From an optimization exercise on the open Yosys and OpenROAD flow, aimed at small area, a short achievable clock period and few clock cycles per item; shortcuts taken in it are not production practice.
Only simulation tests tie the RTL to the original design; equivalence was not proved.

job 6494:
==> flow/design.v (excerpt) <==
module iir_biquad_sched (
    input  logic               clk,
    input  logic               rst,
    input  logic               sample_valid,
    input  logic signed [15:0] din,
    output logic signed [15:0] dout,
    output logic               dout_valid,
    output logic               busy,
    output logic               overrun,
    input  logic               cfg_we,
    input  logic [5:0]         cfg_addr,
    input  logic [15:0]        cfg_wdata,
    output logic               cfg_err,
    input  logic               hist_clr
);
    logic [2:0] ph_q;
    logic       busy_q;      
    logic       calc_q;      
    logic       redo_q;      
    logic       dirty_q;     
    logic       overrun_q, cfg_err_q;
    logic [3:0] sel_q;       
    logic [3:0] psel_q;      
    logic [3:0] ysel_q;      
    logic [3:0][4:0][15:0] coef_q;
    logic [3:0][4:0]       shr_q;
    logic [3:0][3:0]       shl_q;
    logic [3:0][15:0]      x1_q, x2_q, y1_q, y2_q;
    logic [3:0][4:0]       cv_q;
    logic [3:0]            fx1_q, fx2_q, fy1_q, fy2_q;
    logic [3:0][4:0]       cv_d;
    logic [3:0]            fx1_d, fx2_d, fy1_d, fy2_d;
    logic [3:0][8:0]       rs_q;
    logic [3:0]            sel_d, psel_d;
  ...
clock: 11.0 ns
lec_check: 0
abc_area: 1
cap_margin: 20
core_margin: 2
core_utilization: 55
place_density: 0.7
setup_slack_margin: 5
slew_margin: 20
standard.sh (not shown) runs the stock make flow with config.mk's settings and CLKGATE_MAP_FILE= SYNTH_SCRIPT=/design/flow/synth_recipe.tcl, a recipe that flattens the netlist after the stock synthesis.
==> flow/flow/run.sh <==
#!/bin/bash
# Standard layout, with one step added after the standard synthesis:
# flow/invopt.py re-chooses the polarity of the full adders (and xor/xnor
# gates) of the synthesized netlist to drop the inverters between them, and
# flow/combeq.py checks on random vectors that the new netlist computes the
# same register inputs and outputs. Registers are left as synthesized.
set -euo pipefail
R=$PWD/orfs/results/sky130hd/iir_biquad_sched/base
bash standard.sh "$R/1_2_yosys.v" > synth.log 2>&1
cp "$R/1_2_yosys.v" yosys_standard.v
python3 flow/invopt.py yosys_standard.v yosys_invopt.v > invopt.log 2>&1
python3 flow/combeq.py yosys_standard.v yosys_invopt.v 16 > combeq.log 2>&1
grep -q 'equal$' combeq.log
cp yosys_invopt.v "$R/1_2_yosys.v"
touch "$R/1_2_yosys.v"
bash standard.sh finish SETUP_SLACK_MARGIN=6 > finish.log 2>&1
Other scripts of this flow, unchanged in this note and not shown: flow/flow/combeq.py, flow/flow/invopt.py
Testbench counts of job 6494, summed over its fixed seeds: cycles 6,424, items 1,600.
Here is what was changed in the inputs of job 3008 compared with job 6494.
- PLACE_DENSITY: 0.7 -> unset
- CORE_UTILIZATION: 55 -> 40
diff --git a/flow/flow/run.sh b/flow/flow/run.sh
--- a/flow/flow/run.sh
+++ b/flow/flow/run.sh
@@ -15,2 +15,2 @@
 touch "$R/1_2_yosys.v"
-bash standard.sh finish SETUP_SLACK_MARGIN=6 > finish.log 2>&1
+bash standard.sh finish > finish.log 2>&1
==> comparison <==
- Changes observed in job 3008 relative to job 6494: critical path required time up 0.04 ns; proportion of cell area occupied by multi-input gates down 0.42 points; cell area after layout down 7.6%.
- The flow did not stop early for job 3008: all stages ran, and the layout cleared the timing, DRC and antenna checks.
--- input diff job 3008..job 251 ---
- TNS_END_PERCENT: unset -> 5
--- outcome ---
Higher count of cells along the worst register-to-register path among job 251 and job 3008: job 3008. Per the comparison of job 251 with job 3008, final net count now sits lower, multi-input combinational gate total now sits at about the same level, number of buffers outside the clock class in the layout fell by 32, headroom to the max-slew limit has increased.
Changes in job 6572 relative to job 251:
- CTS_BUF_LIST: unset -> sky130_fd_sc_hd__clkbuf_2 sky130_fd_sc_hd__clkbuf_4
- TNS_END_PERCENT: 5 -> unset
- CTS_CLUSTER_SIZE: unset -> 20
Findings:
- | post-route cell area | job 6572 vs job 251 | worse |
- Compared job 6572 against job 251; multi-input gate share of the layout cell area within noise.
- The highest signal layer in the routed design comes out met5 in one run and met4 in the other, namely in job 251 and job 6572 respectively.
Here is what was changed in the inputs of job 6264 compared with job 6572.
- CTS_BUF_LIST: sky130_fd_sc_hd__clkbuf_2 sky130_fd_sc_hd__clkbuf_4 -> unset
- CTS_CLUSTER_SIZE: 20 -> unset
diff --git a/flow/flow/run.sh b/flow/flow/run.sh
--- a/flow/flow/run.sh
+++ b/flow/flow/run.sh
@@ -15,2 +15,2 @@
 touch "$R/1_2_yosys.v"
-bash standard.sh finish > finish.log 2>&1
+bash standard.sh finish SETUP_SLACK_MARGIN=6 > finish.log 2>&1
==> run notes <==
- dout[4] as the end of the critical path was reported by job 6572, and sb_q[17] by job 6264.
- Number of inserted filler cells in the final layout, job 6572 and job 6264: higher on job 6572
- The higher fraction of area in multi-input gates of job 6572 and job 6264 is in job 6264.
- Changes observed in job 6264 relative to job 6572: clock skew went down by 0.027 ns.
- What job 6264 reported for design area has to be multiplied by 0.926 to get the figure for job 6572.
#### Input delta (job 6213 over job 6264)
- CAP_MARGIN now 5, was 20
- SLEW_MARGIN now 5, was 20
diff --git a/flow/flow/run.sh b/flow/flow/run.sh
--- a/flow/flow/run.sh
+++ b/flow/flow/run.sh
@@ -15,2 +15,2 @@
 touch "$R/1_2_yosys.v"
-bash standard.sh finish SETUP_SLACK_MARGIN=6 > finish.log 2>&1
+bash standard.sh finish > finish.log 2>&1
### Flow results
- [compare] base=job 6264 new=job 6213: final wirelength decreased by 19000 µm relative to the old numbers; core utilization decreased by 3.5 points relative to the old numbers.
- Compared with job 6264, job 6213 shows a final cell count without fillers that is 2.4% lower.
- Job 6264 and job 6213 ended up with roughly the same clock insertion delay at the later pin of the skew report.
- Of job 6213 and job 6264, the run reporting the lower critical path depth was job 6264.

-- static timing again, ports no longer ideal --
The results above use ideal ports. As a check the final layouts listed here were re-extracted and re-timed, cells and wires unchanged.
Step 1 (the two cells are an assumption about what drives the block):
set clk [get_ports {clk}]
set_driving_cell -lib_cell sky130_fd_sc_hd__clkbuf_16 $clk
set_driving_cell -lib_cell sky130_fd_sc_hd__buf_2 [delete_from_list [all_inputs] $clk]
Step 2 adds t to the input delays and takes it off the output delays; t is the mean of the earliest and latest rising clock arrival at the registers after step 1. Input paths then give back, and output paths get back, about the clock's delay inside the block.
a / b / c = ideal ports / drivers / drivers and shift; a / b = the first two.
run	t, ns	setup WS [ns]	hold slack, ns	worst setup path after step 2	worst data-port slew with drivers (ns)
job 6494	0.778	5.192 / 5.224 / 4.472	0.447 / 0.447 / 0.447	input to register	0.09
job 3008	0.791	5.062 / 5.043 / 4.582	0.425 / 0.425 / 0.425	input to register	0.05
job 251	0.793	4.891 / 4.876 / 4.594	0.444 / 0.444 / 0.444	input to register	0.05
job 6572	1.292	4.895 / 4.822 / 4.614	0.430 / 0.430 / 0.430	input to register	0.05
job 6264	0.766	5.221 / 5.262 / 4.499	0.417 / 0.417 / 0.417	input to register	0.04
job 6213	0.788	5.136 / 5.055 / 4.567	0.419 / 0.419 / 0.419	input to register	0.05
After both steps setup and hold are still met in every run listed. The setup slack of job 6264, which loses most, moves by +0.041 ns with the drivers and by -0.722 ns with both steps.
